Context: an optimization exercise on an open-source flow, tuned for small area, a short achievable clock period and few clock cycles per item. The choices shown serve that exercise and are no tape-out recipe.
The RTL was checked by simulation tests, not by an equivalence proof against the original design.
No activity file was given, so power comes from the tool's default toggle rates.

==> flow/design.v <==
package flash_loader_pkg;
    localparam int BUS_WIDTH  = 8;
    localparam int WORD_WIDTH = 32;
    typedef enum logic [BUS_WIDTH-1:0] {
        REG_DATA0 = 8'h00,
        REG_DATA1 = 8'h01,
        REG_DATA2 = 8'h02,
        REG_DATA3 = 8'h03,
        REG_CTRL  = 8'h04
    } reg_addr_e;
    localparam int CTL_FILL_BIT       = 0;
    localparam int CTL_SAVE_BEGIN_BIT = 1;
    localparam int CTL_SAVE_END_BIT   = 2;
    localparam int STAT_DONE_BIT      = 0;
    localparam int STAT_PING_BUSY_BIT = 1;
    localparam int STAT_PONG_BUSY_BIT = 2;
    typedef enum logic [1:0] {
        BUF_IDLE,
        BUF_BUSY,
        BUF_DONE
    } buf_state_e;
    typedef enum logic [2:0] {
        S_IDLE,
        S_WAIT_SEGMENT,
        S_READ_WORD,
        S_WAIT_DATA,
        S_WRITE_WORD,
        S_NEXT,
        S_DONE
    } loader_state_e;
endpackage
`timescale 1ns/1ps
`timescale 1ns/1ps
`timescale 1ns/1ps
`timescale 1ns/1ps
module loader_nor3 (
    input  logic [2:0] a_i,
    output logic       y_o
);
    assign y_o = ~|a_i;
endmodule
module loader_nor2 (
    input  logic [1:0] a_i,
    output logic       y_o
);
    assign y_o = ~|a_i;
endmodule
module loader_dec5 (
    input  logic [4:0]  a_i,
    output logic [31:0] y_o
);
    always_comb begin
        for (int i = 0; i < 32; i++) begin
            y_o[i] = (a_i == 5'(i));
        end
    end
endmodule
module loader_a41o (
    input  logic [3:0] a_i,
    input  logic       b_i,
    output logic       y_o
);
    assign y_o = (&a_i) | b_i;
endmodule
module loader_nand4 (
    input  logic [3:0] a_i,
    output logic       y_o
);
    assign y_o = ~&a_i;
endmodule
`timescale 1ns/1ps
import flash_loader_pkg::*;
module flash_loader_top #(
    parameter int SEGMENT_WORDS   = 16,
    parameter int FLASH_ADDR_BITS = 12
) (
    input  logic                                    clk,
    input  logic                                    reset_n,
    input  logic                                    stb_i,
    input  logic                                    we_i,
    input  logic [flash_loader_pkg::BUS_WIDTH-1:0]  adr_wr_i,
    input  logic [flash_loader_pkg::BUS_WIDTH-1:0]  adr_rd_i,
    input  logic [flash_loader_pkg::BUS_WIDTH-1:0]  dat_i,
    output logic [flash_loader_pkg::BUS_WIDTH-1:0]  dat_o,
    output logic                                    ack_o,
    input  logic                                    fill_we_i,
    input  logic [$clog2(SEGMENT_WORDS):0]          fill_addr_i,
    input  logic [flash_loader_pkg::WORD_WIDTH-1:0] fill_data_i,
    output logic                                    ping_busy_o,
    output logic                                    pong_busy_o,
    output logic                                    done_o,
    output logic                                    flash_valid_o,
    output logic [FLASH_ADDR_BITS-1:0]              flash_addr_o,
    output logic [flash_loader_pkg::WORD_WIDTH-1:0] flash_data_o,
    input  logic                                    flash_ready_i
);
    localparam int IDX_BITS = $clog2(SEGMENT_WORDS);
    localparam int PTR_BITS = IDX_BITS + 1;
    localparam int CNT_BITS = IDX_BITS + 2;
    localparam int WORDS    = 2 * SEGMENT_WORDS;
    logic                       wr;
    logic                       ctrl_wr;
    logic                       fill_start;
    logic [3:0]                 data_sel_q;
    logic [BUS_WIDTH-1:0]       wr_data_q;
    logic [BUS_WIDTH-1:0]       data_q [4];
    logic                       save_begin;
    logic                       save_end;
    logic [2*BUS_WIDTH-1:0]     staged;
    logic [FLASH_ADDR_BITS-1:0] begin_addr_q;
    logic [FLASH_ADDR_BITS-1:0] end_addr_q;
    assign ack_o      = stb_i;
    assign wr         = stb_i & we_i;
    logic wr_hi_zero;      
    logic wr_mid_zero;     
    logic fill_wr_n;       
    logic fill_lo;         
    loader_nor3  wr_hi_zero_inst  (.a_i(adr_wr_i[7:5]), .y_o(wr_hi_zero));
    loader_nor3  wr_mid_zero_inst (.a_i({adr_wr_i[4:3], adr_wr_i[1]}), .y_o(wr_mid_zero));
    loader_nand4 fill_wr_inst     (.a_i({stb_i, we_i, adr_wr_i[2], dat_i[CTL_FILL_BIT]}), .y_o(fill_wr_n));
    loader_nor2  fill_lo_inst     (.a_i({fill_wr_n, adr_wr_i[0]}), .y_o(fill_lo));
    assign ctrl_wr    = wr & wr_hi_zero & wr_mid_zero & adr_wr_i[2] & ~adr_wr_i[0];
    assign fill_start = wr_hi_zero & wr_mid_zero & fill_lo;
    always_ff @(posedge clk or negedge reset_n) begin
        if (!reset_n) begin
            data_sel_q <= '0;
        end else begin
            for (int i = 0; i < 4; i++) begin
                data_sel_q[i] <= wr & (adr_wr_i == BUS_WIDTH'(i));
            end
        end
    end
    always_ff @(posedge clk) begin
        wr_data_q <= dat_i;
    end
    always_ff @(posedge clk or negedge reset_n) begin
        if (!reset_n) begin
            for (int i = 0; i < 4; i++) begin
                data_q[i] <= '0;
            end
        end else begin
            for (int i = 0; i < 4; i++) begin
                if (data_sel_q[i]) begin
                    data_q[i] <= wr_data_q;
                end
            end
        end
    end
    assign save_begin = ctrl_wr & dat_i[CTL_SAVE_BEGIN_BIT];
    assign save_end   = ctrl_wr & dat_i[CTL_SAVE_END_BIT];
    assign staged     = {data_sel_q[1] ? wr_data_q : data_q[1],
                         data_sel_q[0] ? wr_data_q : data_q[0]};
    always_ff @(posedge clk or negedge reset_n) begin
        if (!reset_n) begin
            begin_addr_q <= '0;
            end_addr_q   <= '0;
        end else begin
            if (save_begin) begin
                begin_addr_q <= staged[FLASH_ADDR_BITS-1:0];
            end
            if (save_end) begin
                end_addr_q <= staged[FLASH_ADDR_BITS-1:0];
            end
        end
    end
    logic       hi_zero_a;
    logic       hi_zero_b;
    logic [7:0] lo_mux;
    loader_nor3 hi_zero_a_inst (.a_i(adr_rd_i[7:5]), .y_o(hi_zero_a));
    loader_nor2 hi_zero_b_inst (.a_i(adr_rd_i[4:3]), .y_o(hi_zero_b));
    always_comb begin
        case (adr_rd_i[2:0])
            3'd0:    lo_mux = data_q[0];
            3'd1:    lo_mux = data_q[1];
            3'd2:    lo_mux = data_q[2];
            3'd3:    lo_mux = data_q[3];
            3'd4:    lo_mux = {5'b0, pong_busy_o, ping_busy_o, done_o};
            default: lo_mux = '0;
        endcase
    end
    assign dat_o = {BUS_WIDTH{hi_zero_a & hi_zero_b}} & lo_mux;
    localparam int SLOTS = WORDS - 1;
    logic [WORD_WIDTH-1:0] mem [SLOTS];
    logic [WORD_WIDTH-1:0] rd_data;
    logic [WORDS-1:0]      rd_sel;
    logic [WORDS-1:0]      wr_slot;
    logic [WORDS-1:0]      wr_sel;
    logic [CNT_BITS-1:0]   wr_cnt_q;    
    logic [CNT_BITS-1:0]   rd_cnt_q;    
    logic [PTR_BITS-1:0]   wr_ptr_q;    
    logic [PTR_BITS-1:0]   rd_ptr_q;    
    loader_dec5 wr_dec_inst (.a_i(wr_ptr_q), .y_o(wr_slot));
    loader_dec5 rd_dec_inst (.a_i(rd_ptr_q), .y_o(rd_sel));
    assign wr_sel = wr_slot & {WORDS{fill_we_i}};
    always_ff @(posedge clk) begin
        for (int i = 0; i < SLOTS; i++) begin
            if (wr_sel[i]) begin
                mem[i] <= fill_data_i;
            end
        end
    end
    always_comb begin
        rd_data = '0;
        for (int i = 0; i < SLOTS; i++) begin
            rd_data = rd_data | ({WORD_WIDTH{rd_sel[i]}} & mem[i]);
        end
    end
    logic                       running_q;
    logic                       first_q;      
    logic                       occ_q;        
    logic [1:0]                 full_q;
    logic                       half_q;       
    logic                       half_last_q;  
    logic [FLASH_ADDR_BITS-1:0] addr_q;
    logic [WORD_WIDTH-1:0]      out_q;
    logic                       xfer;
    logic                       at_end;
    logic                       more;
    logic                       load;
    logic                       finish;
    loader_a41o valid_inst (.a_i({wr_hi_zero, wr_mid_zero, fill_lo, occ_q & ~running_q}),
                            .b_i(occ_q & running_q), .y_o(flash_valid_o));
    assign flash_addr_o  = addr_q;
    assign flash_data_o  = out_q;
    assign xfer   = flash_valid_o & flash_ready_i;
    assign at_end = (addr_q == end_addr_q);
    assign more   = first_q | ~at_end;
    assign load   = (~occ_q | xfer) & (wr_cnt_q != rd_cnt_q) & more;
    assign finish = running_q & ~first_q & at_end & (~occ_q | xfer)
                  & (wr_cnt_q[IDX_BITS-1:0] == '0);
    always_ff @(posedge clk or negedge reset_n) begin
        if (!reset_n) begin
            running_q <= 1'b0;
            done_o    <= 1'b0;
            first_q   <= 1'b1;
            occ_q     <= 1'b0;
            wr_cnt_q  <= '0;
            rd_cnt_q  <= '0;
            wr_ptr_q  <= '0;
            rd_ptr_q  <= '0;
            full_q    <= '0;
        end else begin
            if (finish) begin
                running_q <= 1'b0;
                done_o    <= 1'b1;
                first_q   <= 1'b1;
                occ_q     <= 1'b0;
                wr_cnt_q  <= '0;
                rd_cnt_q  <= '0;
                wr_ptr_q  <= '0;
                rd_ptr_q  <= '0;
                full_q    <= '0;
            end else begin
                if (fill_start) begin
                    running_q <= 1'b1;
                    done_o    <= 1'b0;
                end
                if (load) begin
                    first_q  <= 1'b0;
                    occ_q    <= 1'b1;
                    rd_cnt_q <= rd_cnt_q + 1'b1;
                    rd_ptr_q <= (rd_ptr_q == PTR_BITS'(SLOTS - 1)) ? '0 : rd_ptr_q + 1'b1;
                end else if (xfer) begin
                    occ_q    <= 1'b0;
                end
                if (fill_we_i) begin
                    wr_cnt_q <= wr_cnt_q + 1'b1;
                    wr_ptr_q <= (wr_ptr_q == PTR_BITS'(SLOTS - 1)) ? '0 : wr_ptr_q + 1'b1;
                end
                for (int h = 0; h < 2; h++) begin
                    if (fill_we_i && fill_addr_i == {1'(h), IDX_BITS'(SEGMENT_WORDS - 1)}) begin
                        full_q[h] <= 1'b1;
                    end else if (xfer && half_last_q && half_q == 1'(h)) begin
                        full_q[h] <= 1'b0;
                    end
                end
            end
        end
    end
    assign ping_busy_o = full_q[0] & running_q;
    assign pong_busy_o = full_q[1] & running_q;
    always_ff @(posedge clk or negedge reset_n) begin
        if (!reset_n) begin
            addr_q      <= '0;
            half_q      <= 1'b0;
            half_last_q <= 1'b0;
        end else begin
            if (save_begin) begin
                addr_q <= staged[FLASH_ADDR_BITS-1:0];
            end else if (finish) begin
                addr_q <= begin_addr_q;
            end else if (load && !first_q) begin
                addr_q <= addr_q + 1'b1;
            end
            if (load) begin
                half_q      <= rd_cnt_q[IDX_BITS];
                half_last_q <= (rd_cnt_q[IDX_BITS-1:0] == IDX_BITS'(SEGMENT_WORDS - 1));
            end
        end
    end
    always_ff @(posedge clk) begin
        if (load) begin
            out_q <= rd_data;
        end
    end
endmodule
==> flow/flow/run.sh <==
#!/bin/bash
# The standard layout, unchanged except that the input and output port
# buffers are a plain buffer cell instead of the delay cell buffer_ports
# picks by default (timing repair still resizes them where needed).
# make's full output goes to standard.log; ORFS keeps each step's log
# under orfs/logs/.
set -euo pipefail
export BUFFER_PORTS_ARGS="-buffer_cell sky130_fd_sc_hd__buf_1"
bash standard.sh > standard.log 2>&1
==> flow/standard.sh <==
#!/bin/bash
# synth_recipe.tcl (not shown) runs the flow's synth.tcl, then flattens the netlist and writes it again
# the make line also repeats each setting of config.mk as NAME=value (left out here)
make -C /OpenROAD-flow-scripts/flow DESIGN_CONFIG=/design/flow/config.mk WORK_HOME=/design/flow/orfs CLKGATE_MAP_FILE= SYNTH_SCRIPT=/design/flow/synth_recipe.tcl "${@:-finish}"
==> flow/config.mk <==
export PLATFORM = sky130hd
export DESIGN_NAME = flash_loader_top
export DESIGN_NICKNAME = flash_loader_top
export VERILOG_FILES = /design/flow/design.v
export SDC_FILE = /design/flow/constraint.sdc
export NUM_CORES = 4
export LEC_CHECK = 0
export CAP_MARGIN = 20
export CORE_MARGIN = 2
export CORE_UTILIZATION = 40
export CTS_BUF_LIST = sky130_fd_sc_hd__clkbuf_8
export CTS_CLUSTER_DIAMETER = 70
export CTS_CLUSTER_SIZE = 14
export SETUP_SLACK_MARGIN = 2.0
export SLEW_MARGIN = 20
export SYNTH_HIERARCHICAL = 1
export SYNTH_MINIMUM_KEEP_SIZE = 0
==> flow/constraint.sdc <==
create_clock -name core_clock -period 5.0 [get_ports {clk}]
set_input_delay 1.0000 -clock core_clock [delete_from_list [all_inputs] [get_ports {clk}]]
set_output_delay 1.0000 -clock core_clock [all_outputs]
set_load 0.01 [all_outputs]
==> results.json, run 1 <==
{
  "fin_crit_ns": 3.04,
  "worstPathCellList": "buf_4 -> mux4_2 -> nor3b_1 -> buf_1",
  "finalWeightedCongestion": 0.826,
  "vias_per_cell": 6.38,
  "worst_slew_pin_slew_ns": 1.23,
  "crit_buf_inv": 2,
  "peakVddDrop_v": 0.000299,
  "ios": 124,
  "fp.dieArea_sq_um": 107000,
  "r2r_slack_ns": 2.04,
  "cts-root-buf": "clkbuf_8",
  "rsz0062_at_grt": "true",
  "portBuffers": 123,
  "finalSetupViolations": 0,
  "dp_cells": 3874,
  "crit_family": "multiplexers",
  "vias": 25652,
  "min_path_type": "primary input to register",
  "fp.dieH_microns": 328,
  "cts_tree": "built",
  "first_pass_iters": 5,
  "start_util": 0.404,
  "post-dp-hpwl_mm": 76.8,
  "relSlewSlack": 0.180,
  "grt_use_total": 0.250,
  "clock_latency_ns": 0.77,
  "htree_levels": 3,
  "worstPathMaxFanout": 19,
  "grt_antenna_before_repair": 5,
  "period_share": 0.608,
  "fp.coreArea_sq_um": 104000,
  "grt_pass1_wl_mm": 190,
  "cts_max_path_buffers": 3,
  "drt_iter0_drc": 4047,
  "mappedNetlistNets": 2472,
  "path_class": "primary input to output pin",
  "netlist_area_sq_um": 41900,
  "fin_ws_ns": 1.96,
  "drive_above_1_share": 0.151,
  "fin_util": 0.449,
  "slew_viol_final": 0,
  "pre_cts_slack_ns": 1.31,
  "grt_max_degree": 59,
  "crit_slowest_cell": "mux4_2",
  "critPathCaptureType": "output pin",
  "area_delta_synth_final_pct": 11.1,
  "max_freq_ghz": 0.329,
  "post_drt_wl_per_cell_microns": 33.8,
  "grt_pass1_vias": 24677,
  "p_leak_nw": 15.2,
  "remaining_drc_errors": 0,
  "syn_inst": 2397,
  "fin_setup_tns_ns": 0,
  "clock_skew_ns": 0.0421,
  "syn_area_per_cell_sq_um": 17.5,
  "rows": 118,
  "yosysWarnings": 10,
  "wl_mm": 136,
  "crit_arrival_ns": 2.04,
  "cts_buffers": 94,
  "cap_violations": 0,
  "final_nets": 2686,
  "ant_nets": 0,
  "clkSinkCount": 1134,
  "finalNonFillerCells": 4020,
  "hold_slack_ns": 0.330,
  "critPathLaunchType": "primary input",
  "outcome": "finished clean",
  "overflow": 0,
  "clk_pin_slew_ns": 0.09,
  "die_x_microns": 328,
  "worstPathRequired_ns": 4.00,
  "nFillCells": 8995,
  "max_stage_delay_ns": 0.52,
  "p_per_area_nw_per_um2": 448,
  "hold_viol_final": 0
}
[layout make-up]
cell class                 count  area, sq um  share of cell area
clock inverter                24          240             0.00516
inverter                      19         71.3             0.00153
tap                         1380         1730              0.0371
multi-input combinational   1119         8200               0.176
antenna                        5         12.5            0.000269
sequential                  1134        33500               0.719
clock buffer                  96         1320              0.0284
timing repair buffer         243         1510              0.0323
[where the power goes]
group / switching [mW] / internal (mW)
Combinational: 2.94 / 1.31
Clock: 3.00 / 1.92
Sequential: 0.468 / 11.2
Total: 6.42 / 14.4
[registers in the layout, summed over array words and instances (netlist names), 8 cells and up]
register,flops
wr_data_q,8
data_q,32
addr_q,12
end_addr_q,12
out_q,32
mem,992
begin_addr_q,12
[per-stage QoR]
stage	cell area [sq um]	total power [mW]
2_1_floorplan	41900	13.8
3_3_place_gp	44700	15.8
3_5_place_dp	44700	15.9
4_1_cts	46400	20.8
5_1_grt	46500	21.5
6_report	46500	20.8
[path summary, 6_finish.rpt]
| path | startpoint | to | depth (start not counted) |
|---|---|---|---|
| max | adr_rd_i[1] | dat_o[6] | 4 |
| min | dat_i[6] | wr_data_q[6]$_DFF_P_ | 1 |
| max reg2reg | rd_ptr_q[1]$_DFFE_PN0P_ | out_q[18]$_DFFE_PP_ | 7 |
| min reg2reg | begin_addr_q[11]$_DFFE_PN0P_ | begin_addr_q[11]$_DFFE_PN0P_ | 2 |
| max in group asynchronous | reset_n | running_q$_DFFE_PN0P_ | 2 |
| min in group asynchronous | reset_n | end_addr_q[6]$_DFFE_PN0P_ | 1 |
[cell usage in the layout (no fill, tap or decap), drive strengths merged, types with 32 or more instances in the layout]
cell type / count
a22o: 65
nand2: 45
a22oi: 319
a222oi: 32
nor2: 109
or4: 34
a221oi: 67
clkbuf: 118
dfrtp: 101
nand3: 112
edfxtp: 1024
buf: 221
nand4: 43
and2: 36
[per-layer routing]
layer	GRT usage	up-vias	routed length, microns
met5	0	-	12
met4	0.0756	2	4410
met3	0.0472	263	15800
met2	0.395	1760	62900
met1	0.354	13404	52800
li1	-	10223	-
[what timing repair did]
action                                  4_1_cts  5_1_grt
pin swaps                                     2        5
hold buffers                                  0        0
endpoints found under the setup margin       67       36
setup buffers                                11       10
resized for setup                            23       12
Testbench counts, summed over its fixed seeds: cycles 27,394, words 21,815.
==> inputs of run 2 (changes only) <==
--- a/flow/config.mk
+++ b/flow/config.mk
@@ -13,3 +13,3 @@
 export CTS_CLUSTER_SIZE = 14
-export SETUP_SLACK_MARGIN = 2.0
+export SETUP_SLACK_MARGIN = 2.4
 export SLEW_MARGIN = 20
==> run 2 against run 1 <==
Against the previous run:
- routed wire length up 6.8%
- non-clock buffer count up 145
- critical path type unchanged
- critical endpoint unchanged
- still clean
- clock skew up 0.024 ns
- area after synthesis unchanged
- global-route usage up 0.53 points
- first-iteration DRC count up 16%
- sequential cell count unchanged
==> results.json, run 2 <==
{
  "outcome": "finished clean",
  "reg2regPathDepth": 8,
  "crit_arrival_ns": 1.99,
  "die_x_microns": 328,
  "syn_area_per_cell_sq_um": 17.5,
  "finalNonFillerCells": 4165,
  "cts-root-buf": "clkbuf_8",
  "critPathCaptureType": "output pin",
  "drive_above_1_share": 0.226,
  "met1_usage": 0.349,
  "syn_inst": 2397,
  "rsz0062_at_grt": "true",
  "whs_path_depth": 1,
  "layout_common_cells": "edfxtp_1 (1024), a22oi_1 (317), buf_4 (172)",
  "slew_viol_final": 0,
  "reg_top3": "mem: 992 flops, data_q: 32 flops, out_q: 32 flops",
  "path_class": "primary input to output pin",
  "clock_skew_ns": 0.0656,
  "start_util": 0.404,
  "holdBufCountCts": 0,
  "grtUsageMet2": 0.414,
  "period_share": 0.597,
  "hold_viol_final": 0,
  "ios": 124,
  "remaining_drc_errors": 0,
  "final_nets": 2833,
  "fp.dieArea_sq_um": 107000,
  "hold_slack_ns": 0.319,
  "post_drt_wl_per_cell_microns": 34.9,
  "p_switching_mw": 6.91,
  "pwr-share-seq": 0.525,
  "area_delta_synth_final_pct": 17.2,
  "wl_mm": 145,
  "cts_max_path_buffers": 3,
  "mappedNetlistNets": 2472,
  "peakVddDrop_v": 0.000273,
  "cap_violations": 0,
  "finalSetupViolations": 0,
  "drt_iter0_drc": 4707,
  "first_pass_iters": 8,
  "max_freq_ghz": 0.335,
  "netlist_area_sq_um": 41900,
  "grt_pass1_vias": 25213,
  "dp_cells": 3871,
  "fp.dieH_microns": 328,
  "largest_register_ffs": 992,
  "nFillCells": 8785,
  "relSlewSlack": 0.319,
  "grt_pass1_wl_mm": 193,
  "cts_buffers": 93,
  "fin_crit_ns": 2.99,
  "portBuffers": 123,
  "ant_nets": 0,
  "clkSinkCount": 1134,
  "yosysWarnings": 10,
  "worstPathMaxFanout": 6,
  "fin_ws_ns": 2.01,
  "grt_util_met3": 0.0477,
  "finalWeightedCongestion": 0.850,
  "fp.coreArea_sq_um": 104000,
  "p_per_area_nw_per_um2": 450,
  "clk_pin_slew_ns": 0.09,
  "total_power_mw": 22.1,
  "grt_busiest_layer": "met2",
  "p_int_mw": 15.2,
  "p_leak_nw": 16.5,
  "combPwrFrac": 0.256,
  "vias_per_cell": 6.39,
  "critPathLaunchType": "primary input",
  "finish.instance_area_sq_um": 49100,
  "htree_levels": 3,
  "top_register": "mem",
  "cts_tree": "built",
  "pre_cts_slack_ns": 1.09,
  "worstPathRequired_ns": 4.00,
  "clock_latency_ns": 0.78,
  "grt_max_degree": 58,
  "post-dp-hpwl_mm": 74.1,
  "fin_setup_tns_ns": 0,
  "layout_commonest_cell": "edfxtp_1",
  "worst_slew_pin_slew_ns": 1.02,
  "vias": 26600,
  "min_path_type": "primary input to register",
  "overflow": 0,
  "switching_share": 0.312,
  "grt_use_total": 0.255,
  "p_clk_frac": 0.218,
  "grt_antenna_before_repair": 4,
  "rows": 118,
  "fin_util": 0.474,
  "postPlaceCellArea_sq_um": 44700
}
## run 2: power by group through the flow
stage,combinational (mW),sequential (mW),clock [mW]
2_1_floorplan,2.09,11.7,0
3_3_place_gp,4.05,11.8,0
6_report,5.67,11.6,4.83
3_5_place_dp,4.09,11.8,0
4_1_cts,4.82,11.6,4.85
5_1_grt,5.84,11.7,5.15
## run 2: layer usage
| layer | wire length, microns | part of all wire |
|---|---|---|
| met1 | 53500 | 0.37 |
| met2 | 67000 | 0.46 |
| met3 | 18200 | 0.13 |
| met4 | 6520 | 0.045 |
| met5 | 0 | 0 |
## run 2: final timing paths
kind / start / end / slack, ns
max in group asynchronous: reset_n / data_q[3][4]$_DFFE_PN0P_ / 3.54
max: adr_rd_i[1] / dat_o[6] / 2.01
min: dat_i[6] / wr_data_q[6]$_DFF_P_ / 0.32
min in group asynchronous: reset_n / end_addr_q[1]$_DFFE_PN0P_ / 0.33
max reg2reg: rd_ptr_q[2]$_DFFE_PN0P_ / out_q[2]$_DFFE_PP_ / 2.34
min reg2reg: begin_addr_q[10]$_DFFE_PN0P_ / begin_addr_q[10]$_DFFE_PN0P_ / 0.49
## run 2: timing repair
| action | in CTS | in global routing |
|---|---|---|
| resized for setup | 127 | 121 |
| setup buffers | 74 | 78 |
| pin swaps | 46 | 81 |
| hold endpoints to repair | 0 | 0 |
| setup endpoints to repair | 141 | 280 |
| cloned | 7 | 13 |
## run 2: area by class of cell
| cell class | count | area, sq um | share of cell area |
|---|---|---|---|
| antenna | 5 | 12.5 | 0.000255 |
| clock buffer | 96 | 1320 | 0.0269 |
| clock inverter | 21 | 175 | 0.00357 |
| inverter | 19 | 97.6 | 0.00199 |
| multi-input combinational | 1122 | 8660 | 0.176 |
| sequential | 1134 | 33500 | 0.681 |
| tap | 1380 | 1730 | 0.0351 |
| timing repair buffer | 388 | 3650 | 0.0744 |
## run 2: worst max-delay path, cell delays in order
cell	delay, ns
buf_6	0.08
buf_12	0.12
mux4_2	0.49
nor3b_4	0.16
buf_2	0.13

## port drivers added, routing unchanged
The flow's constraints put no driver on any port. The routed layouts listed below were extracted and timed again, unchanged, in two steps. Step 1 (the two cells are an assumption about what drives the block):
set clk [get_ports {clk}]
set_driving_cell -lib_cell sky130_fd_sc_hd__clkbuf_16 $clk
set_driving_cell -lib_cell sky130_fd_sc_hd__buf_2 [delete_from_list [all_inputs] $clk]
Step 2, shift: input delay + t, output delay - t, t = (earliest + latest rising clock arrival at the registers) / 2. This alone moves slack from input paths to output paths. Three values: ideal, step 1, step 2; two values: the first two.
run	t, ns	setup WS [ns]	worst register clock-pin slew, ns	worst slew at a driven data input, ns	cell pins on the clock port's net
run 1	0.813	1.958 / 1.933 / 1.333	0.10 / 0.10	0.15	1
run 2	0.805	2.015 / 1.975 / 1.801	0.11 / 0.11	0.17	1
After both steps setup and hold are still met in every run listed. The setup slack of run 1, which loses most, moves by -0.025 ns with the drivers and by -0.625 ns with both steps.
